What follows belongs to an exercise in optimizing a design on an open flow for small area, a short achievable clock period and few clock cycles per item; a production flow would make more cautious choices.
Where RTL was checked, it was by simulation tests only, not by an equivalence proof against the original.
No functional check of the RTL was part of runs 1 and 6.
Power and IR drop assume default switching activity.

`flow/design.v`:
```
package tadd_pkg;
    localparam int TOOLS_DEF     = 2;
    localparam int SHIFT_MAX_DEF = 15;
    localparam int CHANNELS      = 7;
    localparam logic [2:0] CH_LOC_X  = 3'd0;
    localparam logic [2:0] CH_LOC_Y  = 3'd1;
    localparam logic [2:0] CH_TILT_X = 3'd2;
    localparam logic [2:0] CH_TILT_Y = 3'd3;
    localparam logic [2:0] CH_PRESS  = 3'd4;
    localparam logic [2:0] CH_Z      = 3'd5;
    localparam logic [2:0] CH_ROT    = 3'd6;
    localparam logic [2:0] CH_UNUSED = 3'd7;
    localparam logic ACT_DELTA = 1'b0;
    localparam logic ACT_LOAD  = 1'b1;
    localparam logic REG_MAX_X = 1'b0;
    localparam logic REG_MAX_Y = 1'b1;
    localparam logic [6:0]  PRESS_BIG = 7'h40;
    localparam logic [15:0] PRESS_MAX = 16'h03ff;
    localparam logic [15:0] TILT_MAX  = 16'h007f;
    localparam logic [15:0] ROT_MAX   = 16'h0e0e;
    localparam logic [15:0] HOLD_VAL  = 16'h0009;
    localparam logic [3:0]  HOLD_CODE = 4'hf;
    typedef logic signed [2:0] shift_chg_t;
    typedef struct packed {
        logic        action;
        logic        tool;
        logic [2:0]  channel;
        logic [4:0]  raw_code;
        logic [15:0] load_value;
        logic [3:0]  load_shift;
    } item_t;
    typedef struct packed {
        logic [15:0] raw;
        logic [3:0]  shift;
        logic        hold;
    } entry_t;
    typedef struct packed {
        logic [15:0] value;
        logic [3:0]  step_out;
        logic        held;
    } result_t;
endpackage
import tadd_pkg::*;
module tadd_code (
    input  logic [2:0]  channel,
    input  logic [4:0]  code,
    output logic [3:0]  mag,
    output logic        big,
    output logic        neg,
    output logic        hcode,      
    output logic [2:0]  chg         
);
    logic is_loc, is_press, is_rot;
    assign is_loc   = (channel[2:1] == 2'b00);
    assign is_press = (channel[2:1] == 2'b10);
    assign is_rot   = (channel == CH_ROT);
    always_comb
    begin
        if (is_loc)
        begin
            mag = code[3:0];
            neg = code[4];
        end
        else if (is_rot)
        begin
            mag = {2'b00, code[1:0]};
            neg = code[2];
        end
        else
        begin
            mag = {1'b0, code[2:0]};
            neg = code[3];
        end
    end
    assign big   = is_press && (code[2:0] == 3'd7);
    assign hcode = (code[3:0] == HOLD_CODE);
    always_comb
    begin
        if (is_loc)
        begin
            if (mag == 4'd0)
                chg = 3'b110;
            else if (mag <= 4'd7)
                chg = 3'b111;
            else if (mag == 4'd15)
                chg = 3'b010;
            else
                chg = 3'b000;
        end
        else if (is_rot)
        begin
            case (mag[1:0])
                2'd0:    chg = 3'b111;
                2'd2:    chg = 3'b001;
                2'd3:    chg = 3'b010;
                default: chg = 3'b000;
            endcase
        end
        else if (big)
            chg = 3'b000;
        else
        begin
            case (mag[2:0])
                3'd0:    chg = 3'b101;
                3'd1:    chg = 3'b110;
                3'd2:    chg = 3'b111;
                3'd3:    chg = 3'b111;
                3'd6:    chg = 3'b001;
                3'd7:    chg = 3'b010;
                default: chg = 3'b000;
            endcase
        end
    end
endmodule
module tadd_add
#(
    parameter int W = 16
) (
    input  logic [W-1:0] a,
    input  logic [W-1:0] b,
    input  logic         cin,
    output logic [W-1:0] sum,
    output logic         cout
);
    localparam int L = $clog2(W);
    logic [W-1:0] p0, g [L+1], p [L+1];
    always_comb
    begin
        p0   = a ^ b;
        g[0] = a & b;
        p[0] = p0;
        g[0][0] = g[0][0] | (p0[0] & cin);
        p[0][0] = 1'b0;
        for (int l = 0; l < L; l++)
            for (int i = 0; i < W; i++)
            begin
                if ((i >> l) % 2 == 1)
                begin
                    g[l+1][i] = g[l][i] | (p[l][i] & g[l][((i >> l) << l) - 1]);
                    p[l+1][i] = p[l][i] & p[l][((i >> l) << l) - 1];
                end
                else
                begin
                    g[l+1][i] = g[l][i];
                    p[l+1][i] = p[l][i];
                end
            end
        sum  = p0 ^ {g[L][W-2:0], cin};
        cout = g[L][W-1];
    end
endmodule
module tadd_carry
#(
    parameter int W = 16
) (
    input  logic [W-1:0] a,
    input  logic [W-1:0] b,
    input  logic         cin,
    output logic         cout
);
    logic [W-1:0] sum_unused;
    tadd_add #(.W(W)) u_add (.a(a), .b(b), .cin(cin), .sum(sum_unused), .cout(cout));
endmodule
module tadd_update (
    input  logic        action,     
    input  logic [2:0]  channel,
    input  logic [15:0] opnd,       
    input  logic        neg,
    input  logic        ovf,        
    input  logic        hcode,      
    input  logic [3:0]  f,          
    input  logic [2:0]  chg,        
    input  logic [15:0] raw0,
    input  logic        hold0,
    input  logic [15:0] max_x,
    input  logic [15:0] max_y,
    output logic [15:0] raw_n,
    output logic [3:0]  shift_n,
    output logic        hold_n,
    output logic [15:0] value
);
    logic        is_loc, is_tilt, is_press, is_rot;
    logic [5:0]  sh_sum;
    logic [15:0] hi, nh, dm;
    logic [15:0] r;
    logic        rc;
    logic [15:0] cs_s, cs_c;
    logic        tc;
    logic        gt, lo_c, hi_c, hold_d, pin;
    logic [15:0] clamped;
    logic [15:0] avg_nc, avg_hi;
    logic        avg_hi_c;
    logic [15:0] avg;
    assign is_loc   = (channel[2:1] == 2'b00);
    assign is_tilt  = (channel[2:1] == 2'b01);
    assign is_press = (channel[2:1] == 2'b10);
    assign is_rot   = (channel == CH_ROT);
    assign sh_sum = {2'b00, f} + {{3{chg[2]}}, chg};
    always_comb
    begin
        if (sh_sum[5])
            shift_n = 4'd0;
        else if (sh_sum[4])
            shift_n = 4'd15;
        else
            shift_n = sh_sum[3:0];
    end
    always_comb
    begin
        if (is_loc)
            hi = channel[0] ? max_y : max_x;
        else if (is_tilt)
            hi = TILT_MAX;
        else if (is_rot)
            hi = ROT_MAX;
        else
            hi = PRESS_MAX;
    end
    assign nh = ~hi;
    assign dm = opnd ^ {16{neg}};
    tadd_add #(.W(16)) u_r (.a(raw0), .b(dm), .cin(neg), .sum(r), .cout(rc));
    assign cs_s = raw0 ^ dm ^ nh;
    assign cs_c = (raw0 & dm) | (raw0 & nh) | (dm & nh);
    tadd_carry #(.W(16)) u_t (.a(cs_s), .b({cs_c[14:0], neg}), .cin(1'b0), .cout(tc));
    assign gt = tc ^ cs_c[15] ^ rc;
    assign lo_c = !is_rot && neg && (ovf || !rc);
    assign hi_c = gt || (!is_rot && !neg && (ovf || rc));
    assign hold_d = is_press ? (hold0 ? neg : hcode) : hold0;
    assign pin    = is_press && hold_d;
    always_comb
    begin
        if (pin)
            clamped = HOLD_VAL;
        else if (lo_c)
            clamped = 16'd0;
        else if (hi_c)
            clamped = hi;
        else
            clamped = r;
    end
    tadd_add #(.W(16)) u_avg_nc (.a(raw0), .b({neg, dm[15:1]}), .cin(neg && dm[0]),
                                 .sum(avg_nc), .cout());
    tadd_add #(.W(16)) u_avg_hi (.a(raw0), .b(hi), .cin(1'b0), .sum(avg_hi), .cout(avg_hi_c));
    always_comb
    begin
        if (lo_c)
            avg = {1'b0, raw0[15:1]};
        else if (hi_c)
            avg = {avg_hi_c, avg_hi[15:1]};
        else
            avg = avg_nc;
    end
    always_comb
    begin
        if (action == ACT_LOAD)
        begin
            raw_n  = opnd;
            hold_n = hold0;
            value  = opnd;
        end
        else
        begin
            raw_n  = clamped;
            hold_n = hold_d;
            value  = is_loc ? avg : clamped;
        end
    end
endmodule
import tadd_pkg::*;
module tablet_adaptive_delta_decoder_unit
#(
    parameter int TOOLS     = TOOLS_DEF,
    parameter int SHIFT_MAX = SHIFT_MAX_DEF
) (
    input  logic        clk,
    input  logic        rst_n,
    input  logic        din_valid,
    output logic        din_ready,
    input  logic        din_action,
    input  logic        din_tool,
    input  logic [2:0]  din_channel,
    input  logic [4:0]  din_raw_code,
    input  logic [15:0] din_load_value,
    input  logic [3:0]  din_load_shift,
    output logic        dout_valid,
    input  logic        dout_ready,
    output logic [15:0] dout_value,
    output logic [3:0]  dout_step_out,
    output logic        dout_held,
    input  logic        psel,
    input  logic        penable,
    input  logic        pwrite,
    input  logic [2:0]  paddr,
    input  logic [31:0] pwdata,
    output logic [31:0] prdata,
    output logic        pready
);
    logic [15:0] max_x_reg, max_y_reg;
    logic        cfg_wr;
    assign pready = 1'b1;
    assign cfg_wr = psel && penable && pwrite;
    assign prdata = {16'd0, (paddr[2] == REG_MAX_Y) ? max_y_reg : max_x_reg};
    always_ff @(posedge clk or negedge rst_n)
    begin
        if (!rst_n)
        begin
            max_x_reg <= 16'hffff;
            max_y_reg <= 16'hffff;
        end
        else if (cfg_wr)
        begin
            if (paddr[2] == REG_MAX_X)
                max_x_reg <= pwdata[15:0];
            else
                max_y_reg <= pwdata[15:0];
        end
    end
    logic s1_valid_reg, out_valid_reg, clr1_reg, clr2_reg;
    logic out_free, s1_adv, in_ready;
    assign out_free  = !out_valid_reg || dout_ready;
    assign s1_adv    = s1_valid_reg && out_free;
    assign in_ready  = !s1_valid_reg || out_free;
    assign din_ready = in_ready && !clr1_reg && !clr2_reg;
    always_ff @(posedge clk or negedge rst_n)
    begin
        if (!rst_n)
        begin
            s1_valid_reg  <= 1'b0;
            out_valid_reg <= 1'b0;
            clr1_reg      <= 1'b1;
            clr2_reg      <= 1'b1;
        end
        else
        begin
            clr1_reg <= 1'b0;
            clr2_reg <= clr1_reg;
            if (din_ready)
                s1_valid_reg <= din_valid;
            if (out_free)
                out_valid_reg <= s1_valid_reg;
        end
    end
    localparam int DEPTH = 14;
    logic [15:0] raw_mem   [DEPTH];
    logic [3:0]  shift_mem [DEPTH];
    logic [DEPTH-1:0] hold_mem;
    function automatic logic [DEPTH-1:0] entry_sel(input logic tool, input logic [2:0] ch);
        for (int e = 0; e < DEPTH; e++)
            entry_sel[e] = (tool == (e >= 7)) && (ch == 3'(e % 7));
    endfunction
    logic        s1_action_reg;
    logic [2:0]  s1_channel_reg;
    logic [15:0] s1_opnd_reg;       
    logic        s1_neg_reg, s1_ovf_reg, s1_hcode_reg;
    logic [3:0]  s1_f_reg;          
    logic [2:0]  s1_chg_reg;        
    logic [DEPTH-1:0] s1_sel_reg;   
    logic [DEPTH-1:0] in_sel, we;
    logic        in_unused, in_zero, in_load, s1_same;
    logic [3:0]  in_sh0, shift_n;
    logic [3:0]  in_mag;
    logic        in_big, in_neg, in_hcode, in_ovf;
    logic [2:0]  in_chg;
    logic [6:0]  in_base;
    logic [21:0] in_delta;
    assign in_sel    = entry_sel(din_tool, din_channel);
    assign in_unused = (din_channel == CH_UNUSED);
    assign in_zero   = in_unused || clr1_reg;
    assign in_load   = (din_action == ACT_LOAD) || in_zero;
    assign s1_same   = s1_valid_reg && |(s1_sel_reg & in_sel);
    assign we        = clr2_reg ? '1 : s1_adv ? s1_sel_reg : '0;
    always_comb
    begin
        in_sh0 = 4'd0;
        for (int e = 0; e < DEPTH; e++)
            if (in_sel[e])
                in_sh0 = in_sh0 | shift_mem[e];
        if (s1_same)
            in_sh0 = shift_n;
    end
    tadd_code u_code (
        .channel (din_channel),
        .code    (din_raw_code),
        .mag     (in_mag),
        .big     (in_big),
        .neg     (in_neg),
        .hcode   (in_hcode),
        .chg     (in_chg)
    );
    assign in_base  = in_big ? PRESS_BIG : {3'b000, in_mag};
    assign in_delta = 22'(in_base) << in_sh0;
    assign in_ovf   = |in_delta[21:16] && (din_channel != CH_ROT);
    always_ff @(posedge clk)
    begin
        if (in_ready)
        begin
            s1_action_reg  <= in_load;
            s1_channel_reg <= din_channel;
            s1_sel_reg     <= clr1_reg ? '0 : in_sel;
            s1_neg_reg     <= in_neg;
            s1_ovf_reg     <= in_ovf;
            s1_hcode_reg   <= in_hcode;
            if (in_zero)
            begin
                s1_opnd_reg <= 16'd0;
                s1_f_reg    <= 4'd0;
                s1_chg_reg  <= 3'd0;
            end
            else if (din_action == ACT_LOAD)
            begin
                s1_opnd_reg <= din_load_value;
                s1_f_reg    <= din_load_shift;
                s1_chg_reg  <= 3'd0;
            end
            else
            begin
                s1_opnd_reg <= in_delta[15:0];
                s1_f_reg    <= in_sh0;
                s1_chg_reg  <= in_chg;
            end
        end
    end
    logic [15:0] raw0, raw_n, value;
    logic        hold0, hold_n;
    always_comb
    begin
        raw0  = 16'd0;
        hold0 = 1'b0;
        for (int e = 0; e < DEPTH; e++)
            if (s1_sel_reg[e])
            begin
                raw0 = raw0 | raw_mem[e];
                if (e % 7 == 4 || e % 7 == 5)
                    hold0 = hold0 | hold_mem[e];
            end
    end
    tadd_update u_update (
        .action     (s1_action_reg),
        .channel    (s1_channel_reg),
        .opnd       (s1_opnd_reg),
        .neg        (s1_neg_reg),
        .ovf        (s1_ovf_reg),
        .hcode      (s1_hcode_reg),
        .f          (s1_f_reg),
        .chg        (s1_chg_reg),
        .raw0       (raw0),
        .hold0      (hold0),
        .max_x      (max_x_reg),
        .max_y      (max_y_reg),
        .raw_n      (raw_n),
        .shift_n    (shift_n),
        .hold_n     (hold_n),
        .value      (value)
    );
    always_ff @(posedge clk)
    begin
        for (int e = 0; e < DEPTH; e++)
            if (we[e])
            begin
                raw_mem[e]   <= raw_n;
                shift_mem[e] <= shift_n;
                if (e % 7 == 4 || e % 7 == 5)
                    hold_mem[e] <= hold_n;
            end
    end
    tadd_pkg::result_t out_reg;
    always_ff @(posedge clk)
    begin
        if (s1_adv)
            out_reg <= {value, shift_n, hold_n};
    end
    assign dout_valid    = out_valid_reg;
    assign dout_value    = out_reg.value;
    assign dout_step_out = out_reg.step_out;
    assign dout_held     = out_reg.held;
endmodule
```
`flow/flow/run.sh`:
```
#!/bin/bash
# The standard layout, with synthesis leaving adders to abc instead of
# mapping them to the half and full adder cells first, the port buffers
# made of plain buf_2 cells, and timing repair aimed at a setup slack of
# 5.5 ns (the clock period and constraints are unchanged).
export ADDER_MAP_FILE=
export BUFFER_PORTS_ARGS="-buffer_cell sky130_fd_sc_hd__buf_2"
export SETUP_SLACK_MARGIN=5.5
bash standard.sh > standard.log 2>&1
```
`flow/standard.sh`:
```
#!/bin/bash
# synth_recipe.tcl (not shown) runs the flow's synth.tcl, then flattens the netlist and writes it again
# the make line also repeats each setting of config.mk as NAME=value (left out here)
make -C /OpenROAD-flow-scripts/flow DESIGN_CONFIG=/design/flow/config.mk WORK_HOME=/design/flow/orfs CLKGATE_MAP_FILE= SYNTH_SCRIPT=/design/flow/synth_recipe.tcl "${@:-finish}"
```
`flow/config.mk`:
```
export PLATFORM = sky130hd
export DESIGN_NAME = tablet_adaptive_delta_decoder_unit
export DESIGN_NICKNAME = tablet_adaptive_delta_decoder_unit
export VERILOG_FILES = /design/flow/design.v
export SDC_FILE = /design/flow/constraint.sdc
export NUM_CORES = 4
export LEC_CHECK = 0
export ABC_AREA = 1
export ABC_CLOCK_PERIOD_IN_PS = 4000
export CAP_MARGIN = 20
export CORE_MARGIN = 2
export CORE_UTILIZATION = 40
export CTS_BUF_LIST = sky130_fd_sc_hd__clkbuf_8
export CTS_CLUSTER_DIAMETER = 60
export CTS_CLUSTER_SIZE = 16
export PLACE_DENSITY = 0.75
export SLEW_MARGIN = 20
export TNS_END_PERCENT = 10
```
`flow/constraint.sdc`:
```
create_clock -name core_clock -period 10.0 [get_ports {clk}]
set_input_delay 2.0000 -clock core_clock [delete_from_list [all_inputs] [get_ports {clk}]]
set_output_delay 2.0000 -clock core_clock [all_outputs]
set_load 0.01 [all_outputs]
```
==> summary.txt, run 1 <==
Run status
  – Status: timing/DRC/antenna clean

STA
  – Hold Violations, Final: 0
  – Hold WS: around 0.49 ns
  – Final setup fails: 0
  – Slew @ Worst Pin: 1.05 ns
  – Final Critical Period: 4.56 ns
  – Final period util: 45.6%
  – Fin Clk Skew: 0.0573 ns
  – F_max: 219 MHz
  – Slew margin rel.: 29.8%
  – RSZ-0062 raised after global routing: yes
  – Fin. max-slew vios: 0
  – TNS Setup: 0 ns

Final layout
  – Fillers: 4756
  – Sequential Area: 0.0114 mm²
  – Fin nets: between 2000 and 3000
  – Multi-input logic area: 0.00783 mm²
  – Share of layout cells above drive strength 1: between 10 and 15%
  – Area Overhead vs Synth: 10.4%
  – Final Cell Area: ~0.023 mm²
  – Final cell count without fillers: 3169
  – Max FFs per register: 224

Yosys
  – Top cells by area, synth: edfxtp_1 51%, nand2_1 15%, nand3_1 4.7%
  – Count of state elements after synthesis: 385
  – Top_reg_cell synth: edfxtp_1
  – Syn_area_per_cell: 8.82 µm²
  – Post-synth top cells: 848 x nand2_1, 349 x edfxtp_1, 234 x inv_1
  – Post-synthesis cell type count: 59
  – Count leader, synth: nand2_1
  – Post-Syn Area: 0.0206 mm²
  – Post-synthesis sequential area ratio: between 50% and 60%
  – Fraction of registers with async set/reset: roughly a tenth
  – Synth Warn #: 8
  – Post-synth EDFFs: 349
  – Synth area leader: edfxtp_1
  – Gate count of the mapped netlist: 2339
  – Yosys top cell area share: approximately 51%

Drt
  – Initial DRC count: 1902
  – Final wirelength: roughly 57000 µm
  – Avg Vias per Cell: 5.29
  – DR DRC count: 0
  – Antenna viol nets, final: 0
  – Drt wl/cell: 18.0 µm
  – Vias: 16800
  – DR pass1 iterations: 8

Pwr
  – Switch Pwr: 2540 µW
  – Peak supply drop: 0.144 mV
  – Sequential Power Share: between 40 and 50%
  – Design internal power: 3470 µW
  – Power, Total: 6010 µW
  – Power Density: 264 mW/mm²
  – Power share of the combinational group: around 45%
  – Sw Ratio: 42.3%
  – Leakage Power: roughly 0.01 µW
  – Power share of the clock group: 14.0%

Worst setup path
  – Critical path's slowest cell: buf_4
  – Critical path cell sequence: buf_4 -> inv_12 -> nand3_4 -> nand3_4 -> inv_2 -> buf_6
  – Worst Setup Start Kind: input pin
  – Worst path top cell family by delay: buffers and inverters
  – Slack of the worst reg-to-reg path: 5.84 ns
  – Critical path type: in2out
  – Worst flop-to-flop path endpoint: raw_mem[7][8]$_DFFE_PP_
  – Crit-path max FO: 3
  – Critical path depth: 6
  – Worst path required time: 8.00 ns
  – FF-to-FF path depth: 23
  – Reg2Reg Launch Point: s1_channel_reg[0]$_DFFE_PN_
  – CP endpoint kind: primary output
  – Crit path DAT: 2.56 ns
  – CP most frequent cell: nand3_4
  – CP bufs+invs: 4
  – Worst path max stage delay: about 0.14 ns

Clock network
  – Later-pin clock latency in the skew report: 0.68 ns
  – CTS tree: yes
  – # hold bufs at CTS: 0
  – Root Buffer: clkbuf_8
  – H-tree depth: 1
  – CTS max path bufs: 3
  – CTS sink cnt: slightly below 400
  – Clock Pin Slew Worst Setup and Hold Paths: 0.09 ns
  – CTS Buf Count: 30

Worst hold path
  – Hold_sp: clr1_reg$_DFF_PN1_
  – Min-Delay Path Depth: 0
  – Hold path endpoint: clr2_reg$_DFF_PN1_
  – Hold Path Class: reg2reg

Floorplan
  – Die Ht: between 200 and 250 µm
  – Die W: roughly 230 µm
  – Die Area: 0.0534 mm²
  – Core area: between 0.05 and 0.06 mm²
  – Row cnt: 83
  – IO Count: ~130
  – Initial core utilization: 40.4%

Placed design
  – Post-DP HPWL: 39300 µm
  – Placed cells: 3061
  – DP Area: 0.0215 mm²
  – GP Congestion: 0.953
  – PortBufs: 92

GRT
  – Overflow after GRT: 0
  – Largest net degree at the start of global routing: 37
  – Initial antenna violation count: 3
  – Vias in the first global route: approximately 16000
  – First-pass GRT wire length: 86900 µm
  – GR Util All Layers: 21.0%

Flow run
  – Max-cap viol count: 0
## through the flow
step | util (%) | setup slack [ns]
floorplan | - | 5.35
global route | 44.6 | 5.41
CTS | 44.1 | 5.45
detailed placement | 42.2 | 4.76
global placement | 42.2 | 4.54
finish | 44.6 | 5.44
## layout make-up
| cell class | instances | area share, % |
|---|---|---|
| Timing Repair Buffer | 157 | 4.85 |
| Antenna cell | 1 | 0.0110 |
| Multi-Input combinational cell | 1637 | 34.4 |
| Clock inverter | 25 | 0.692 |
| Inverter | 253 | 4.31 |
| Clock buffer | 31 | 1.87 |
| Sequential cell | 385 | 50.2 |
| Tap cell | 680 | 3.74 |
## worst max path at each step
stage	slack, ns	to	start
2_1_floorplan	5.35	din_ready	dout_ready
3_3_place_gp	4.54	s1_opnd_reg[12]$_SDFFCE_PP0N_	din_channel[0]
4_1_cts	5.45	din_ready	dout_ready
3_5_place_dp	4.76	din_ready	dout_ready
5_1_grt	5.41	s1_opnd_reg[13]$_SDFFCE_PP0N_	din_channel[1]
6_report	5.44	din_ready	dout_ready
## power by group through the flow
stage               sequential (µW)  clock [µW]  combinational [µW]
floorplan                      2440           0                1980
global placement               2500           0                2460
detailed placement             2510           0                2520
CTS                            2460         857                2600
global route                   2480         907                3030
finish                         2450         841                2720
## cell usage in the layout (no fill, tap or decap), types with 42 or more instances in the layout
master      n
nand3_1   190
nand2_1   835
o21ai_0    89
buf_2      89
nand2_2    42
buf_4      55
nand4_1    54
edfxtp_1  349
inv_1     247
nor2_1    140
a21oi_1    59
## what timing repair did
| action | in CTS | in global routing |
|---|---|---|
| pin swaps | 2 | 3 |
| cloned | 4 | 0 |
| setup buffers | 30 | 17 |
| endpoints found under the setup margin | 260 | 267 |
| gates resized for setup | 9 | 27 |
## cells by family after synthesis
logic type	Yosys count	synth area share, %
buffers and inverters	337	7.93
xor gates and xnor gates	54	2.44
and+or+nand+nor	1334	28.0
other	2	0.0364
DFF	385	55.4
AOI/OAI and AO/OA	227	6.24
## metal layers
| layer | global-route usage [%] | vias to the layer above | wire length [µm] |
|---|---|---|---|
| li1 | - | 7959 | - |
| met5 | 0 | - | 18 |
| met3 | 2.84 | 153 | 5450 |
| met1 | 28.1 | 7767 | 22900 |
| met2 | 34.2 | 867 | 26100 |
| met4 | 9.17 | 4 | 2620 |
==> run 2, diff against run 1 <==
--- a/flow/design.v
+++ b/flow/design.v
@@ -186,4 +186,2 @@
     logic        rc;
-    logic [15:0] cs_s, cs_c;
-    logic        tc;
     logic        gt, lo_c, hi_c, hold_d, pin;
@@ -221,6 +219,3 @@
     tadd_add #(.W(16)) u_r (.a(raw0), .b(dm), .cin(neg), .sum(r), .cout(rc));
-    assign cs_s = raw0 ^ dm ^ nh;
-    assign cs_c = (raw0 & dm) | (raw0 & nh) | (dm & nh);
-    tadd_carry #(.W(16)) u_t (.a(cs_s), .b({cs_c[14:0], neg}), .cin(1'b0), .cout(tc));
-    assign gt = tc ^ cs_c[15] ^ rc;
+    tadd_carry #(.W(16)) u_t (.a(r), .b(nh), .cin(1'b0), .cout(gt));
     assign lo_c = !is_rot && neg && (ovf || !rc);
==> run 2 against run 1 <==
Compared with the run above:
- still clean
- combinational power shrank 7%
- clock power grew 1%
- fmax shrank 0.24%
- via count shrank 3.5%
- non-clock buffer count grew 18
- global-route usage grew 1.3 points
- critical path type unchanged
==> summary.txt, run 2 <==
Final layout
  – Max FFs per register: 224
  – Most common cell after layout, fill and taps aside: nand2_1
  – Share of layout cells above drive strength 1: 16.8%
  – Fin nets: about 2400
  – Fillers: 4461
  – Most frequent cells in the layout: 715 x nand2_1, 349 x edfxtp_1, 214 x inv_1
  – Area Overhead vs Synth: 12.8%

Worst setup path
  – CP endpoint kind: primary output
  – CP most frequent cell: nand3_4
  – Critical path's slowest cell: clkbuf_4
  – Worst path required time: ~8.0 ns
  – CP bufs+invs: 4
  – Critical path type: in2out
  – Worst Setup Start Kind: input pin
  – Critical path cell sequence: clkbuf_4 -> inv_12 -> nand3_4 -> nand3_4 -> inv_2 -> buf_6
  – Crit path DAT: between 2 and 3 ns
  – Worst path max stage delay: 0.15 ns
  – Crit-path max FO: 3
  – Worst path top cell family by delay: buffers and inverters

Drt
  – Initial DRC count: 1907
  – Final wirelength: between 50000 and 60000 µm
  – DR pass1 iterations: 6
  – Antenna viol nets, final: 0
  – Vias: 16200
  – Drt wl/cell: 19.6 µm
  – Avg Vias per Cell: 5.44
  – DR DRC count: 0

STA
  – F_max: between 200 and 250 MHz
  – Final period util: ~46%
  – RSZ-0062 raised after global routing: yes
  – Slew @ Worst Pin: slightly above 1 ns
  – Hold Violations, Final: 0
  – Slew margin rel.: 31.2%
  – Final setup fails: 0
  – Fin. max-slew vios: 0
  – Fin Clk Skew: 0.0643 ns
  – TNS Setup: 0 ns
  – Final Critical Period: around 4.6 ns

Yosys
  – Post-synth top cells: 735 x nand2_1, 349 x edfxtp_1, 208 x inv_1
  – Gate count of the mapped netlist: 2141
  – Syn_area_per_cell: 9.19 µm²
  – Top_reg_cell synth: edfxtp_1
  – Top cells by area, synth: edfxtp_1 53%, nand2_1 14%, dfstp_2 4.5%
  – Post-synthesis cell type count: 57
  – Post-synth EDFFs: 349
  – Count leader, synth: nand2_1
  – Count of state elements after synthesis: 385
  – Yosys top cell area share: 53.3%
  – Post-Syn Area: 0.0197 mm²
  – Synth Warn #: 8
  – Post-synthesis sequential area ratio: 58.1%
  – Synth area leader: edfxtp_1
  – Fraction of registers with async set/reset: under 10%

Pwr
  – Leakage Power: 0.00960 µW
  – Power, Total: roughly 5800 µW
  – Design internal power: about 3300 µW
  – Power share of the clock group: 14.8%
  – Sw Ratio: 41.9%
  – Peak supply drop: 0.156 mV
  – Switch Pwr: 2420 µW
  – Power share of the combinational group: ~44%
  – Sequential Power Share: between 40% and 50%
  – Power Density: 260 mW/mm²

Floorplan
  – Die Ht: 226 µm
  – Initial core utilization: 40.3%
  – Die W: 226 µm
  – Die Area: 0.0510 mm²
  – Row cnt: 81
  – Core area: 0.0487 mm²
  – IO Count: 128

Placed design
  – PortBufs: between 90 and 100
  – GP Congestion: 0.948
  – Post-DP HPWL: 37900 µm

GRT
  – Vias in the first global route: 15200
  – GR Util All Layers: 22.3%
  – Overflow after GRT: 0
  – Initial antenna violation count: 1
  – First-pass GRT wire length: 86400 µm
  – Largest net degree at the start of global routing: 37

Clock network
  – CTS sink cnt: 385
  – H-tree depth: 1
  – Clock Pin Slew Worst Setup and Hold Paths: 0.10 ns
  – CTS Buf Count: 31
  – Root Buffer: clkbuf_8
  – CTS max path bufs: 3
  – Later-pin clock latency in the skew report: about 0.69 ns
  – CTS tree: yes

Worst hold path
  – Hold Path Class: reg2reg

Flow run
  – Max-cap viol count: 0

Run status
  – Status: timing/DRC/antenna clean
==> run 2: worst paths after layout <==
kind | start | to | slack [ns] | depth (start not counted)
setup / recovery | dout_ready | din_ready | 5.43 | 6
hold / removal | max_x_reg[10]$_DFFE_PN1P_ | max_x_reg[10]$_DFFE_PN1P_ | 0.50 | 2
setup reg to reg | s1_sel_reg[4]$_SDFFCE_PP0N_ | raw_mem[2][6]$_DFFE_PP_ | 5.69 | 22
hold reg to reg | max_x_reg[10]$_DFFE_PN1P_ | max_x_reg[10]$_DFFE_PN1P_ | 0.50 | 2
max in group asynchronous | rst_n | s1_valid_reg$_DFFE_PN0P_ | 7.95 | 1
min in group asynchronous | rst_n | out_valid_reg$_DFFE_PN0P_ | 1.47 | 1
==> run 2: kinds of logic after synthesis <==
family,Yosys count,synth area share (%)
buffers and inverters,308,7.31
DFF,385,58.1
xor gates and xnor gates,44,2.00
other,2,0.0382
adders and majority gates,1,0.0509
and+or+nand+nor,1166,25.4
AOI/OAI and AO/OA,235,7.11
==> run 2: metal layers <==
layer / vias to the layer above / GRT usage, % / wire length, µm
met3: 186 / 3.92 / 6720
met4: 0 / 9.31 / 2670
met5: - / 0 / 0
met2: 987 / 35.6 / 26400
li1: 7439 / - / -
met1: 7558 / 30.0 / 22500
==> run 2: through the flow <==
step                      worst slack [ns]  hold slack [ns]  cells  utilization [%]  instance area, µm²
after floorplan                       5.35            0.385   2157                -               19800
after global placement                4.50            0.473   2857             42.5               20700
after detailed placement              4.43            0.472   2857             42.5               20700
after CTS                             5.39            0.480   2944             44.5               21700
after global routing                  5.35            0.516   2973             45.5               22200
final                                 5.43            0.496   2973             45.5               22200
==> run 2: layout make-up <==
cell class / count / area [µm²] / share of cell area, %
Timing Repair Buffer: 175 / 1300 / 5.87
Clock inverter: 21 / 133 / 0.598
Multi-Input combinational cell: 1467 / 7150 / 32.2
Antenna cell: 1 / 2.50 / 0.0113
Tap cell: 664 / 831 / 3.75
Inverter: 228 / 895 / 4.03
Clock buffer: 32 / 440 / 1.99
Sequential cell: 385 / 11400 / 51.5
==> run 2: tightest hold or removal path: cells and delay by family (launching register included) <==
kind,cells,cell delay [ns]
and+or+nand+nor,1,0.05
DFF,1,0.38
AOI/OAI and AO/OA,1,0.07
==> run 2: what timing repair did <==
action | CTS | global route
setup buffers | 31 | 26
pin swaps | 1 | 5
resized for setup | 27 | 41
hold buffers | 0 | 0
gates cloned | 3 | 2
endpoints found under the setup margin | 274 | 274
==> run 2: power by group through the flow <==
stage	clock network (µW)	registers, µW	logic [µW]
3_3_place_gp	0	2440	2180
3_5_place_dp	0	2460	2230
2_1_floorplan	0	2380	1700
4_1_cts	863	2400	2380
5_1_grt	929	2420	2770
6_report	853	2390	2530
Testbench counts of run 2, summed over its fixed seeds: cycles 24,016, items 24,000.
==> run 3, diff against run 2 <==
==> flow/flow/run.sh (replaced) <==
#!/bin/bash
# The standard layout, with synthesis leaving adders to abc instead of
# mapping them to the half and full adder cells first, the port buffers
# made of plain buf_2 cells, and timing repair aimed at a setup slack of
# 5.8 ns (the clock period and constraints are unchanged).
export ADDER_MAP_FILE=
export BUFFER_PORTS_ARGS="-buffer_cell sky130_fd_sc_hd__buf_2"
export SETUP_SLACK_MARGIN=5.8
bash standard.sh > standard.log 2>&1
==> run 3 against run 2 <==
Compared with the run above:
- critical path type unchanged
- cell area up 3.7%
- wire length rose by 2.8%
- global-route usage rose by 0.072 points
- register-to-register slack improved by 0.12 ns
- sequential power about the same
- utilization rose by 1.7 points
- non-clock buffer count is 43 higher
- final cell count rose by 1.5%
- still clean
- clock power is 0.8% lower
- clock skew shrank 0.025 ns
- synthesized area unchanged
==> summary.txt, run 3 <==
Floorplan
  – Core area: 0.0487 mm²
  – IO Count: 128
  – Die Ht: 226 µm
  – Row cnt: 81
  – Die Area: 0.0510 mm²
  – Initial core utilization: roughly two fifths
  – Die W: about 230 µm

Pwr
  – Power, Total: 5950 µW
  – Power Density: ~260 mW/mm²
  – Leakage Power: between 0.009 and 0.01 µW
  – Peak supply drop: 0.162 mV

Yosys
  – Count leader, synth: nand2_1
  – Post-Syn Area: around 0.020 mm²
  – Synth Warn #: 8
  – Synth area leader: edfxtp_1
  – Post-synth EDFFs: 349
  – Yosys top cell area share: 53.3%
  – Count of state elements after synthesis: approximately 390
  – Top_reg_cell synth: edfxtp_1
  – Post-synthesis cell type count: 57
  – Gate count of the mapped netlist: about 2100
  – Post-synthesis sequential area ratio: just under 60%
  – Top cells by area, synth: edfxtp_1 53%, nand2_1 14%, dfstp_2 4.5%
  – Fraction of registers with async set/reset: 9.35%
  – Syn_area_per_cell: between 9 and 10 µm²
  – Post-synth top cells: 735 x nand2_1, 349 x edfxtp_1, 208 x inv_1

STA
  – Final setup fails: 0
  – Slew margin rel.: 32.4%
  – Fin. max-slew vios: 0
  – Slew @ Worst Pin: approximately 1.0 ns
  – Hold Violations, Final: 0
  – Fin Clk Skew: between 0.03 and 0.04 ns
  – Hold WS: 0.500 ns
  – TNS Setup: 0 ns
  – Final period util: 45.2%
  – F_max: 221 MHz
  – RSZ-0062 raised after global routing: yes
  – Final Critical Period: 4.52 ns

GRT
  – Overflow after GRT: 0
  – Initial antenna violation count: 1
  – First-pass GRT wire length: 86800 µm
  – GR Util All Layers: 22.4%
  – Vias in the first global route: around 15000
  – Largest net degree at the start of global routing: 37

Drt
  – DR pass1 iterations: 5
  – Final wirelength: between 50000 and 60000 µm
  – Initial DRC count: 2024
  – DR DRC count: 0
  – Antenna viol nets, final: 0
  – Avg Vias per Cell: 5.44
  – Drt wl/cell: 19.9 µm
  – Vias: ~16000

Placed design
  – PortBufs: 92
  – DP Area: about 0.021 mm²
  – Post-DP HPWL: 37700 µm
  – GP Congestion: 0.954
  – Placed cells: 2858

Worst setup path
  – Crit path DAT: around 2.5 ns
  – Worst Setup Start Kind: input pin
  – Crit-path max FO: 6
  – Worst path max stage delay: 0.14 ns
  – CP endpoint kind: primary output
  – CP bufs+invs: 3
  – Critical path cell sequence: buf_16 -> buf_12 -> nand2_2 -> o21ai_4 -> buf_2
  – Critical path's slowest cell: buf_2
  – Worst path top cell family by delay: buffers and inverters
  – Worst path required time: 8.00 ns
  – Critical path type: in2out

Clock network
  – # hold bufs at CTS: 0
  – CTS max path bufs: 3
  – Clock Pin Slew Worst Setup and Hold Paths: 0.08 ns
  – CTS Buf Count: 31
  – CTS sink cnt: a little under 400
  – Later-pin clock latency in the skew report: 0.67 ns
  – H-tree depth: 1
  – Root Buffer: clkbuf_8
  – CTS tree: yes

Final layout
  – Fin nets: 2405
  – Area Overhead vs Synth: 17.0%
  – Share of layout cells above drive strength 1: 21.1%
  – Most frequent cells in the layout: 700 x nand2_1, 349 x edfxtp_1, 206 x inv_1
  – Final cell count without fillers: 3017
  – Final Cell Area: between 0.02 and 0.025 mm²
  – Most common cell after layout, fill and taps aside: nand2_1
  – Max FFs per register: 224

Flow run
  – Max-cap viol count: 0

Run status
  – Status: timing/DRC/antenna clean

Worst hold path
  – Hold Path Class: reg2reg
==> run 3: cell count changes in the layout (fill, tap and decap cells not counted), moves of 8 or more <==
cell,previous run,this run
o21ai_2,9,18
nor2_4,5,14
nand2_1,715,700
nor2_1,126,111
nand2_4,5,16
o21ai_0,100,83
buf_6,1,14
buf_4,68,102
inv_1,214,206
==> run 3: kinds of logic (layout without fill, tap and decap cells) <==
logic type,Yosys count,count (layout),share of synthesized area [%]
adder cells (fa/ha/maj),1,1,0.0509
AO/OA/AOI/OAI,235,235,7.11
XOR/XNOR,44,44,2.00
other,2,19,0.0382
flip-flops,385,385,58.1
buffers and inverters,308,498,7.31
AND/OR/NAND/NOR,1166,1171,25.4
==> run 3: per-layer routing <==
metal / up-vias / track usage (%) / wire length, µm
met1: 7798 / 30.6 / 23900
met5: - / 0 / 0
li1: 7517 / - / -
met2: 942 / 36.0 / 27900
met3: 150 / 3.38 / 5910
met4: 0 / 8.35 / 2260
==> run 3: final timing paths <==
path                                             start                   endpoint  slack [ns]  cells after the start
max reg2reg                s1_sel_reg[7]$_SDFFCE_PP0N_   raw_mem[4][13]$_DFFE_PP_        5.81                     23
max in group asynchronous                        rst_n   s1_valid_reg$_DFFE_PN0P_        7.88                      1
max                                           paddr[2]                 prdata[11]        5.48                      5
min in group asynchronous                        rst_n  out_valid_reg$_DFFE_PN0P_        1.52                      1
min reg2reg                   max_x_reg[2]$_DFFE_PN1P_   max_x_reg[2]$_DFFE_PN1P_        0.50                      2
min                           max_x_reg[2]$_DFFE_PN1P_   max_x_reg[2]$_DFFE_PN1P_        0.50                      2
==> run 3: timing repair <==
action                                 4_1_cts  5_1_grt
setup endpoints to repair                  289      337
pin swaps                                    8       42
gates resized for setup                     51      159
gates cloned                                 5        4
endpoints found under the hold margin        0        0
setup buffers                               42       55
==> run 3: cell type report <==
class,instances,area [µm²]
Tap cell,664,831
Fill cell,4438,25700
Inverter,228,903
Antenna cell,1,2.50
Multi-Input combinational cell,1469,7540
Timing Repair Buffer,218,1740
Clock inverter,21,131
Sequential cell,385,11400
Clock buffer,31,427
==> run 3: tightest hold or removal path: cells and delay by family, from the launching register on <==
family	cells	cell delay, ns
AND/OR/NAND/NOR	1	0.05
flip-flops	1	0.38
AO/OA/AOI/OAI	1	0.07
==> run 3: power by group <==
group	total, µW	internal (µW)	switching, µW	leakage (µW)
registers	2390	2250	135	0.00399
logic	2720	900	1820	0.00563
clock network	846	300	546	0.000318
total	5950	3450	2500	0.00994
==> run 3: metrics by stage <==
| stage | setup WS [ns] | util [%] |
|---|---|---|
| after floorplan | 5.35 | - |
| after CTS | 5.49 | 45.0 |
| after global placement | 4.46 | 42.5 |
| after detailed placement | 4.36 | 42.5 |
| after global routing | 5.44 | 47.2 |
| final | 5.48 | 47.2 |
==> run 4, diff against run 3 <==
==> flow/flow/run.sh (replaced) <==
#!/bin/bash
# The standard layout, with synthesis leaving adders to abc instead of
# mapping them to the half and full adder cells first, the port buffers
# made of plain buf_2 cells, and timing repair aimed at a setup slack of
# 5.35 ns (the clock period and constraints are unchanged).
export ADDER_MAP_FILE=
export BUFFER_PORTS_ARGS="-buffer_cell sky130_fd_sc_hd__buf_2"
export SETUP_SLACK_MARGIN=5.35
bash standard.sh > standard.log 2>&1
==> run 4 against run 3 <==
Compared with the run above:
- largest cell class unchanged
- fmax shrank 5.0%
- non-clock buffer count down 46
- wire length shrank 5.6%
- clock skew is 0.0068 ns lower
==> summary.txt, run 4 <==
Run status
  – Status: timing/DRC/antenna clean

Worst setup path
  – Worst path top cell family by delay: buffers and inverters
  – Crit-path max FO: 12
  – Critical path type: in2out
  – CP bufs+invs: 4
  – Worst Setup Start Kind: input pin
  – Crit path DAT: 2.75 ns
  – Worst path required time: 8.00 ns
  – CP most frequent cell: buf_2
  – CP endpoint kind: primary output
  – Worst path max stage delay: 0.19 ns
  – Critical path cell sequence: buf_2 -> inv_4 -> nand3_4 -> nand3_2 -> inv_2 -> buf_2
  – Critical path's slowest cell: nand3_4

Drt
  – Initial DRC count: between 1500 and 2000
  – DR DRC count: 0
  – Drt wl/cell: 19.0 µm
  – Final wirelength: 56600 µm
  – Vias: roughly 16000
  – DR pass1 iterations: 6
  – Avg Vias per Cell: 5.39
  – Antenna viol nets, final: 0

STA
  – Final setup fails: 0
  – Hold Violations, Final: 0
  – Fin Clk Skew: 0.0323 ns
  – Slew margin rel.: 29.8%
  – Fin. max-slew vios: 0
  – Final Critical Period: 4.75 ns
  – TNS Setup: 0 ns
  – F_max: 210 MHz
  – Final period util: 47.5%
  – Fin worst setup slack: between 5 and 6 ns
  – Slew @ Worst Pin: ~1.0 ns
  – RSZ-0062 raised after global routing: yes

Clock network
  – CTS max path bufs: 3
  – CTS tree: yes
  – H-tree depth: 1
  – CTS Buf Count: 31
  – Root Buffer: clkbuf_8
  – Clock Pin Slew Worst Setup and Hold Paths: 0.11 ns
  – Later-pin clock latency in the skew report: 0.67 ns
  – CTS sink cnt: 385

GRT
  – GR Layer Usage met2: 34.5%
  – Vias in the first global route: 15000
  – Grt met3 use: between 4 and 5%
  – Top Usage Layer GRT: met2
  – First-pass GRT wire length: 84900 µm
  – Initial antenna violation count: 1
  – Overflow after GRT: 0
  – M1 GR Usage: 29.4%
  – Largest net degree at the start of global routing: 37
  – GR Util All Layers: a little over a fifth

Yosys
  – Gate count of the mapped netlist: 2141
  – Fraction of registers with async set/reset: 9.35%
  – Synth area leader: edfxtp_1
  – Synth Warn #: 8
  – Syn_area_per_cell: 9.19 µm²
  – Post-synth top cells: 735 x nand2_1, 349 x edfxtp_1, 208 x inv_1
  – Top cells by area, synth: edfxtp_1 53%, nand2_1 14%, dfstp_2 4.5%
  – Count leader, synth: nand2_1
  – Post-synthesis cell type count: 57
  – Post-Syn Area: 0.0197 mm²
  – Count of state elements after synthesis: 385
  – Yosys top cell area share: 53.3%
  – Top_reg_cell synth: edfxtp_1
  – Post-synthesis sequential area ratio: 58.1%
  – Post-synth EDFFs: 349

Pwr
  – Power Density: between 200 and 300 mW/mm²
  – Power, Total: 5730 µW
  – Peak supply drop: 0.161 mV
  – Leakage Power: 0.00957 µW

Final layout
  – Most frequent cells in the layout: 720 x nand2_1, 349 x edfxtp_1, 219 x inv_1
  – Share of layout cells above drive strength 1: 15.9%
  – Most common cell after layout, fill and taps aside: nand2_1
  – Area Overhead vs Synth: 12.2%
  – Final Cell Area: 0.0221 mm²
  – Max FFs per register: approximately 220
  – Fin nets: 2358

Floorplan
  – Initial core utilization: a little over 40%
  – Row cnt: slightly above 80
  – IO Count: 128
  – Die Ht: ~230 µm
  – Die Area: slightly above 0.05 mm²
  – Core area: 0.0487 mm²
  – Die W: 226 µm

Placed design
  – Post-DP HPWL: around 37000 µm
  – PortBufs: 92
  – GP Congestion: 0.937
  – DP Area: around 0.021 mm²
  – DP Worst Slack: ~4.5 ns

Flow run
  – Max-cap viol count: 0

Worst hold path
  – Hold Path Class: reg2reg
==> run 4: cell counts after synthesis <==
No cell type changed its count.
==> run 4: worst paths after layout <==
check	slack, ns	start	depth (start not counted)	to
min reg2reg	0.47	clr1_reg$_DFF_PN1_	0	clr2_reg$_DFF_PN1_
max in group asynchronous	7.93	rst_n	1	s1_valid_reg$_DFFE_PN0P_
max	5.25	dout_ready	6	din_ready
min in group asynchronous	1.50	rst_n	1	out_valid_reg$_DFFE_PN0P_
max reg2reg	5.70	s1_sel_reg[3]$_SDFFCE_PP0N_	29	out_reg[15]$_DFFE_PP_
min	0.47	clr1_reg$_DFF_PN1_	0	clr2_reg$_DFF_PN1_
==> run 4: per-stage QoR <==
stage	instances	util [%]	hold slack, ns
floorplan	2157	-	0.385
global placement	2854	42.4	0.469
detailed placement	2854	42.4	0.472
CTS	2953	44.7	0.478
global route	2975	45.3	0.504
finish	2975	45.3	0.472
==> run 4: kinds of logic (layout without fill, tap and decap cells) <==
kind of cell / count (synthesis) / count (layout) / share of synthesized area (%)
AOI/OAI and AO/OA: 235 / 235 / 7.11
buffers and inverters: 308 / 458 / 7.31
and+or+nand+nor: 1166 / 1169 / 25.4
other: 2 / 19 / 0.0382
xor gates and xnor gates: 44 / 44 / 2.00
adders and majority gates: 1 / 1 / 0.0509
DFF: 385 / 385 / 58.1
==> run 4: layer usage <==
| layer | wire (µm) | up-vias | part of all wire [%] |
|---|---|---|---|
| met1 | 22700 | 7488 | 40 |
| li1 | - | 7421 | - |
| met4 | 2570 | 0 | 4.5 |
| met5 | 0 | - | 0 |
| met2 | 25400 | 936 | 45 |
| met3 | 5940 | 177 | 10 |
==> run 4: power by group <==
| part | switching [µW] | internal [µW] | leakage [µW] |
|---|---|---|---|
| clock | 536 | 335 | 0.000361 |
| combinational | 1710 | 768 | 0.00521 |
| sequential | 132 | 2250 | 0.00399 |
| total | 2380 | 3360 | 0.00957 |
==> run 4: layout make-up <==
| cell class | instances | area, µm² |
|---|---|---|
| diodes | 1 | 2.50 |
| clock buffers | 32 | 440 |
| clock inverters | 25 | 170 |
| fillers | 4516 | 26700 |
| inverters | 228 | 881 |
| multi-input cells | 1467 | 7070 |
| flip-flops and latches | 385 | 11400 |
| well taps | 664 | 831 |
| repair buffers | 172 | 1240 |
| repair inverters | 1 | 7.51 |
==> run 4: repair_timing <==
item / in CTS / in global routing
endpoints found under the setup margin: 272 / 252
gates resized for setup: 3 / 40
buffers inserted: 39 / 20
pin swaps: 1 / 1
hold buffers: 0 / 0
gates cloned: 3 / 1
==> run 5, diff against run 4 <==
==> flow/flow/run.sh (replaced) <==
#!/bin/bash
# The standard layout, with synthesis leaving adders to abc instead of
# mapping them to the half and full adder cells first, the port buffers
# made of plain buf_4 cells, and timing repair aimed at a setup slack of
# 5.5 ns (the clock period and constraints are unchanged).
export ADDER_MAP_FILE=
export BUFFER_PORTS_ARGS="-buffer_cell sky130_fd_sc_hd__buf_4"
export SETUP_SLACK_MARGIN=5.5
bash standard.sh > standard.log 2>&1
==> run 5 against run 4 <==
Compared with the run above:
- still clean on timing, DRC and antenna
- sequential cell count is the same
- total power increased by 0.61%
- critical endpoint is now prdata[15]
- non-clock buffer count is 9 higher
- fmax increased by 4.5%
- synthesized cell count unchanged
- utilization increased by 0.88 points
- cell area grew 1.9%
- clock power fell by 5.5%
- register-to-register slack worse by 0.02 ns
==> summary.txt, run 5 <==
GRT
  – Overflow after GRT: 0
  – Initial antenna violation count: 1
  – Vias in the first global route: 15200
  – GR Util All Layers: 22.3%
  – Largest net degree at the start of global routing: 37
  – First-pass GRT wire length: 86300 µm

STA
  – Fin. max-slew vios: 0
  – Final Critical Period: 4.55 ns
  – TNS Setup: 0 ns
  – Final setup fails: 0
  – Slew margin rel.: 25.6%
  – Fin worst setup slack: 5.45 ns
  – Final period util: 45.5%
  – RSZ-0062 raised after global routing: yes
  – Hold Violations, Final: 0
  – Fin Clk Skew: 0.0445 ns
  – Slew @ Worst Pin: 1.11 ns
  – F_max: 220 MHz

Floorplan
  – Initial core utilization: 40.3%
  – Die W: about 230 µm
  – IO Count: about 130
  – Die Ht: 226 µm
  – Row cnt: 81
  – Core area: ~0.049 mm²
  – Die Area: 0.0510 mm²

Yosys
  – Post-synthesis sequential area ratio: between 50% and 60%
  – Fraction of registers with async set/reset: approximately a tenth
  – Compound-Gate Fraction of Synth Area: slightly above 7%
  – Adder-cell share of the synthesized area: 0.0509%
  – Count leader, synth: nand2_1
  – Count of state elements after synthesis: between 300 and 400
  – Syn_area_per_cell: 9.19 µm²
  – Post-synth top cells: 735 x nand2_1, 349 x edfxtp_1, 208 x inv_1
  – Yosys top cell area share: 53.3%
  – Mux cell area share after synthesis: 0%
  – Top_reg_cell synth: edfxtp_1
  – Post-Syn Area: about 0.020 mm²
  – Post-synth EDFFs: 349
  – Synth Warn #: 8
  – Post-synthesis cell type count: 57
  – Synth area leader: edfxtp_1
  – XOR/XNOR share of the synthesized area: between 1.5 and 2%
  – Main combinational cell family by area after synthesis: simple AND/OR/NAND/NOR gates
  – Top cells by area, synth: edfxtp_1 53%, nand2_1 14%, dfstp_2 4.5%
  – Gate count of the mapped netlist: 2141
  – Simple-Gate Fraction of Synth Area: about 25%

Drt
  – DR DRC count: 0
  – Initial DRC count: 1633
  – Final wirelength: 58700 µm
  – Antenna viol nets, final: 0
  – DR pass1 iterations: 6
  – Vias: 16200
  – Avg Vias per Cell: 5.45
  – Drt wl/cell: ~20 µm

Worst setup path
  – Crit-path max FO: 8
  – FF-to-FF path depth: 28
  – Worst path max stage delay: 0.15 ns
  – CP endpoint kind: primary output
  – Critical path cell sequence: buf_16 -> clkinvlp_4 -> nand2_1 -> nand2_1 -> buf_4
  – Worst flop-to-flop path endpoint: out_reg[17]$_DFFE_PP_
  – Reg2Reg Launch Point: s1_sel_reg[3]$_SDFFCE_PP0N_
  – Critical path's slowest cell: clkinvlp_4
  – Slack of the worst reg-to-reg path: 5.68 ns
  – CP most frequent cell: nand2_1
  – Worst Setup Start Kind: input pin
  – Worst path required time: 8.00 ns
  – Crit path DAT: approximately 2.6 ns
  – Critical path type: in2out

Clock network
  – Later-pin clock latency in the skew report: 0.66 ns
  – H-tree depth: 1
  – # hold bufs at CTS: 0
  – CTS max path bufs: 3
  – CTS Buf Count: 30
  – CTS tree: yes
  – CTS sink cnt: 385
  – Root Buffer: clkbuf_8
  – Clock Pin Slew Worst Setup and Hold Paths: 0.09 ns

Final layout
  – Share of layout cells above drive strength 1: between 10% and 20%
  – Most common cell after layout, fill and taps aside: nand2_1
  – Max FFs per register: 224
  – Most frequent cells in the layout: 715 x nand2_1, 349 x edfxtp_1, 214 x inv_1
  – Area Overhead vs Synth: 14.4%
  – Final Cell Area: 0.0225 mm²
  – Fin nets: 2368

Worst hold path
  – Hold_sp: max_x_reg[2]$_DFFE_PN1P_
  – Hold Path Class: reg2reg
  – Hold path endpoint: max_x_reg[2]$_DFFE_PN1P_
  – Min-Delay Path Depth: 2

Pwr
  – Power Density: 256 mW/mm²
  – Peak supply drop: 0.122 mV
  – Leakage Power: 0.00969 µW

Placed design
  – GP Congestion: about 0.94
  – DP Area: 0.0209 mm²
  – PortBufs: 92
  – DP Worst Slack: 4.44 ns
  – Post-DP HPWL: 38000 µm

Run status
  – Status: timing/DRC/antenna clean

Flow run
  – Max-cap viol count: 0
## run 5: cell counts after synthesis
Identical to the previous run, type by type.
## run 5: cells by family (layout without fill, tap and decap cells)
kind of cell | after synthesis | count (layout)
AND/OR/NAND/NOR | 1166 | 1169
flip-flops | 385 | 385
other | 2 | 19
XOR/XNOR | 44 | 44
AO/OA/AOI/OAI | 235 | 236
buffers and inverters | 308 | 463
adder cells (fa/ha/maj) | 1 | 1
## run 5: layout make-up
cell class                      instances  area (µm²)
Antenna cell                            1        2.50
Timing Repair Buffer                  181        1590
Fill cell                            4452       26300
Multi-Input combinational cell       1468        7210
Clock inverter                         21         114
Inverter                              228         893
Timing Repair inverter                  2        12.5
Tap cell                              664         831
Sequential cell                       385       11400
Clock buffer                           31         427
## run 5: through the flow
| step | cells | hold WS, ns | total power [µW] | utilization (%) |
|---|---|---|---|---|
| detailed placement | 2851 | 0.474 | 4720 | 42.9 |
| global route | 2981 | 0.521 | 6100 | 46.1 |
| finish | 2981 | 0.498 | 5770 | 46.1 |
| floorplan | 2157 | 0.385 | 4080 | - |
| global placement | 2850 | 0.471 | 4650 | 42.9 |
| CTS | 2959 | 0.489 | 5650 | 45.3 |
## run 5: repair_timing
action	CTS	global route
setup buffers	53	16
pin swaps	2	10
gates resized for setup	16	63
setup endpoints to repair	274	275
cloned	3	5
## run 5: worst max-delay path: cells and delay by family
family / cells / cell delay (ns)
and+or+nand+nor: 2 / 0.15
buffers and inverters: 3 / 0.40
## run 5: per-layer routing
metal | track usage (%) | part of all wire (%) | routed length [µm] | vias to the layer above
li1 | - | - | - | 7449
met1 | 30.3 | 39 | 23100 | 7803
met2 | 36.7 | 47 | 27600 | 853
met3 | 3.85 | 10 | 6090 | 141
met4 | 6.62 | 3.3 | 1950 | 0
met5 | 0 | 0 | 0 | -
## run 5: worst max path at each step
stage | start | end | slack, ns | cells past startpoint
finish | paddr[2] | prdata[15] | 5.45 | 5
global route | din_tool | s1_opnd_reg[7]$_SDFFCE_PP0N_ | 5.39 | 18
CTS | din_channel[0] | s1_opnd_reg[10]$_SDFFCE_PP0N_ | 5.38 | 15
detailed placement | s1_sel_reg[5]$_SDFFCE_PP0N_ | out_reg[17]$_DFFE_PP_ | 4.44 | 23
global placement | din_channel[2] | s1_opnd_reg[10]$_SDFFCE_PP0N_ | 4.48 | 15
floorplan | dout_ready | din_ready | 5.35 | 4
## run 5: power by group
group	total (µW)	internal [µW]	switching [µW]
clock network	823	296	527
registers	2390	2250	132
logic	2560	810	1750
total	5770	3360	2410
==> run 6, diff against run 5 <==
--- a/flow/design.v
+++ b/flow/design.v
@@ -351,4 +351,4 @@
     logic [2:0]  s1_chg_reg;        
-    logic [DEPTH-1:0] s1_sel_reg;   
-    logic [DEPTH-1:0] in_sel, we;
+    logic        s1_tool_reg;
+    logic [DEPTH-1:0] in_sel, s1_sel, we;
     logic        in_unused, in_zero, in_load, s1_same;
@@ -364,4 +364,5 @@
     assign in_load   = (din_action == ACT_LOAD) || in_zero;
-    assign s1_same   = s1_valid_reg && |(s1_sel_reg & in_sel);
-    assign we        = clr2_reg ? '1 : s1_adv ? s1_sel_reg : '0;
+    assign s1_sel    = entry_sel(s1_tool_reg, s1_channel_reg);
+    assign s1_same   = s1_valid_reg && |(s1_sel & in_sel);
+    assign we        = clr2_reg ? '1 : s1_adv ? s1_sel : '0;
     always_comb
@@ -392,4 +393,4 @@
             s1_action_reg  <= in_load;
-            s1_channel_reg <= din_channel;
-            s1_sel_reg     <= clr1_reg ? '0 : in_sel;
+            s1_tool_reg    <= din_tool;
+            s1_channel_reg <= clr1_reg ? CH_UNUSED : din_channel;
             s1_neg_reg     <= in_neg;
@@ -424,3 +425,3 @@
         for (int e = 0; e < DEPTH; e++)
-            if (s1_sel_reg[e])
+            if (s1_sel[e])
             begin
==> flow/flow/run.sh (replaced) <==
#!/bin/bash
# The standard layout, with synthesis leaving adders to abc instead of
# mapping them to the half and full adder cells first, the port buffers
# made of plain buf_2 cells, and timing repair aimed at a setup slack of
# 5.5 ns (the clock period and constraints are unchanged).
export ADDER_MAP_FILE=
export BUFFER_PORTS_ARGS="-buffer_cell sky130_fd_sc_hd__buf_2"
export SETUP_SLACK_MARGIN=5.5
bash standard.sh > standard.log 2>&1
==> run 6 against run 5 <==
Compared with the run above:
- still clean on timing, DRC and antenna
- clock power is 0.5% lower
- combinational power shrank about 30%
- wire length up 3.6%
- hold slack got worse by 0.12 ns
- die area shrank 0.76%
- sequential share of layout area decreased by 3.7 points
- sequential power down 8.4%
- final cell count rose by 0.84%
- non-clock buffer count rose by 28
- first-iteration DRC count rose by 17%
- sequential cell count decreased by 13
- via count up 2.5%
- critical endpoint is now din_ready
- largest cell class unchanged
==> summary.txt, run 6 <==
Drt
  – Avg Vias per Cell: ~5.5
  – Final wirelength: a little over 60000 µm
  – Vias: about 17000
  – DR pass1 iterations: 9
  – Initial DRC count: 1906
  – DR DRC count: 0
  – Drt wl/cell: 20.2 µm
  – Antenna viol nets, final: 0

Placed design
  – DP Area: slightly above 0.02 mm²
  – Post-DP HPWL: 39100 µm
  – PortBufs: 92
  – GP Congestion: 0.961

Final layout
  – Post-layout util: 48.8%
  – Most common cell after layout, fill and taps aside: nand2_1
  – Most frequent cells in the layout: 673 x nand2_1, 336 x edfxtp_1, 217 x inv_1
  – Area Overhead vs Synth: 20.0%
  – Max FFs per register: 224
  – Final Cell Area: 0.0234 mm²
  – Fillers: 4176
  – Fin nets: 2439
  – Share of layout cells above drive strength 1: 23.2%

GRT
  – Vias in the first global route: 15500
  – GR Util All Layers: a little under a quarter
  – Overflow after GRT: 0
  – Initial antenna violation count: 1
  – First-pass GRT wire length: about 90000 µm
  – Largest net degree at the start of global routing: 37

Worst setup path
  – Critical path type: in2out
  – Worst path required time: 8.00 ns
  – Crit path DAT: 2.57 ns
  – Critical path's slowest cell: buf_4
  – Worst Setup Start Kind: input pin
  – Crit-path max FO: 3
  – Critical path cell sequence: buf_4 -> inv_12 -> nand3_4 -> nand3_2 -> inv_2 -> buf_2
  – Slack of the worst reg-to-reg path: 5.45 ns
  – CP endpoint kind: primary output
  – Worst path top cell family by delay: buffers and inverters
  – Reg2Reg Launch Point: s1_channel_reg[2]$_SDFFCE_PP1N_
  – FF-to-FF path depth: 29
  – CP bufs+invs: 4
  – Worst path max stage delay: 0.13 ns
  – Worst flop-to-flop path endpoint: raw_mem[2][13]$_DFFE_PP_

Pwr
  – Sequential Power Share: between 40% and 50%
  – Design internal power: 2970 µW
  – Peak supply drop: 0.108 mV
  – Switch Pwr: 1830 µW
  – Power Density: 205 mW/mm²
  – Power, Total: 4800 µW
  – Power share of the combinational group: a little under two fifths
  – Leakage Power: 0.0104 µW
  – Power share of the clock group: around 17%
  – Sw Ratio: 38.2%

Worst hold path
  – Hold_sp: clr1_reg$_DFF_PN1_
  – Hold path endpoint: clr2_reg$_DFF_PN1_
  – Hold Path Class: reg2reg
  – Min-Delay Path Depth: 0

Yosys
  – Fraction of registers with async set/reset: 9.68%
  – Count of state elements after synthesis: between 300 and 400
  – Top cells by area, synth: edfxtp_1 52%, nand2_1 14%, dfstp_2 4.6%
  – Synth Warn #: 8
  – Post-synth EDFFs: 336
  – Yosys top cell area share: about half
  – Post-synthesis cell type count: 62
  – Post-Syn Area: approximately 0.02 mm²
  – Count leader, synth: nand2_1
  – Syn_area_per_cell: 8.98 µm²
  – Synth area leader: edfxtp_1
  – Post-synthesis sequential area ratio: 56.5%
  – Post-synth top cells: 749 x nand2_1, 336 x edfxtp_1, 211 x inv_1
  – Gate count of the mapped netlist: 2174
  – Top_reg_cell synth: edfxtp_1

Floorplan
  – Die W: 225 µm
  – Row cnt: 80
  – Initial core utilization: 40.7%
  – Die Area: 0.0506 mm²
  – Core area: 0.0479 mm²
  – Die Ht: approximately 220 µm
  – IO Count: 128

Clock network
  – CTS sink cnt: 372
  – Clock Pin Slew Worst Setup and Hold Paths: 0.10 ns
  – # hold bufs at CTS: 0
  – CTS tree: yes
  – Later-pin clock latency in the skew report: 0.65 ns
  – H-tree depth: 1
  – Root Buffer: clkbuf_8
  – CTS Buf Count: 29
  – CTS max path bufs: 3

Run status
  – Status: timing/DRC/antenna clean

Flow run
  – Max-cap viol count: 0

STA
  – Hold WS: 0.374 ns
  – Hold Violations, Final: 0
  – Final Critical Period: about 4.6 ns
  – Slew margin rel.: between 10% and 20%
  – Fin. max-slew vios: 0
  – F_max: 219 MHz
  – Final setup fails: 0
  – RSZ-0062 raised after global routing: yes
  – Final period util: a little under half
  – TNS Setup: 0 ns
  – Fin Clk Skew: 0.0278 ns
  – Slew @ Worst Pin: about 1.2 ns
-- run 6: what timing repair did --
| item | in CTS | in global routing |
|---|---|---|
| gates cloned | 8 | 4 |
| endpoints found under the hold margin | 0 | 0 |
| setup endpoints to repair | 274 | 271 |
| pin swaps | 23 | 83 |
| setup buffers | 59 | 35 |
| gates resized for setup | 114 | 210 |
-- run 6: worst max path at each step --
stage                                                from                        to  slack, ns  cells past startpoint
final                                          dout_ready                 din_ready       5.43                      6
after global routing      s1_channel_reg[2]$_SDFFCE_PP1N_   raw_mem[8][5]$_DFFE_PP_       5.30                     30
after CTS                                        paddr[2]                 prdata[9]       5.40                      5
after detailed placement  s1_channel_reg[1]$_SDFFCE_PP1N_  raw_mem[1][15]$_DFFE_PP_       3.30                     29
after global placement    s1_channel_reg[1]$_SDFFCE_PP1N_  raw_mem[1][13]$_DFFE_PP_       3.44                     29
after floorplan                                dout_ready                 din_ready       5.47                      4
-- run 6: cell type report --
class	count	area (µm²)	share of cell area, %
Sequential cell	372	11000	47.1
Multi-Input combinational cell	1519	8390	35.8
Antenna cell	1	2.50	0.0107
Tap cell	615	769	3.29
Timing Repair Buffer	209	1660	7.09
Inverter	236	996	4.25
Clock buffer	30	413	1.76
Clock inverter	24	149	0.636
-- run 6: cells by family (layout without fill, tap and decap cells) --
logic type / Yosys count / in the layout / synth area share (%)
buffers and inverters: 308 / 499 / 6.93
flip-flops: 372 / 372 / 56.5
adder cells (fa/ha/maj): 1 / 1 / 0.0577
XOR/XNOR: 48 / 48 / 2.15
other: 2 / 19 / 0.0385
AND/OR/NAND/NOR: 1215 / 1224 / 27.2
AO/OA/AOI/OAI: 228 / 228 / 7.09
-- run 6: per-layer routing --
metal  vias up  GRT usage, %  share of wire, %
li1       7647             -                 -
met1      7822          27.9                36
met2       971          38.4                47
met3       212          4.04                10
met4         0          13.3               6.3
met5         -             0                 0
-- run 6: power groups by stage --
stage,clock network [µW],logic (µW),registers [µW]
global placement,0,1320,2200
global route,878,1940,2210
floorplan,0,996,2190
detailed placement,0,1350,2220
finish,819,1790,2190
CTS,825,1510,2180
-- run 6: through the flow --
stage	setup WS [ns]	instances
after detailed placement	3.30	2845
final	5.43	3006
after global placement	3.44	2845
after floorplan	5.47	2190
after global routing	5.30	3006
after CTS	5.40	2966

re-timing with driven ports:
Ports are ideal in the flow. The routed layouts listed here were re-timed in OpenROAD. Step 1 assumes that a clkbuf_16 drives the clock port and a buf_2 every other input. Step 2 adds t to the input delays and takes it off the output delays; t is the mean of the earliest and latest rising clock arrival at the registers after step 1. Input paths then give back, and output paths get back, about the clock's delay inside the block. Slacks: ideal ports / drivers / drivers and shift; pairs: ideal ports / drivers.
| run | t (ns) | slack for setup (ns) | clock arrival spread, ns | worst data-port slew with drivers (ns) | cell pins on the clock port's net |
|---|---|---|---|---|---|
| run 1 | 0.700 | 5.442 / 5.408 / 4.831 | 0.057 / 0.057 | 0.07 | 1 |
| run 2 | 0.716 | 5.432 / 5.281 / 4.800 | 0.064 / 0.064 | 0.18 | 1 |
| run 3 | 0.702 | 5.484 / 5.253 / 4.798 | 0.039 / 0.040 | 0.25 | 1 |
| run 4 | 0.710 | 5.247 / 5.229 / 4.672 | 0.033 / 0.033 | 0.06 | 1 |
| run 5 | 0.693 | 5.451 / 5.269 / 4.889 | 0.045 / 0.044 | 0.18 | 1 |
| run 6 | 0.697 | 5.434 / 5.388 / 4.852 | 0.028 / 0.028 | 0.07 | 1 |
After both steps setup and hold are still met in every run listed. For run 3, which loses most, drivers alone change the setup slack by -0.231 ns; drivers and shift together by -0.686 ns.
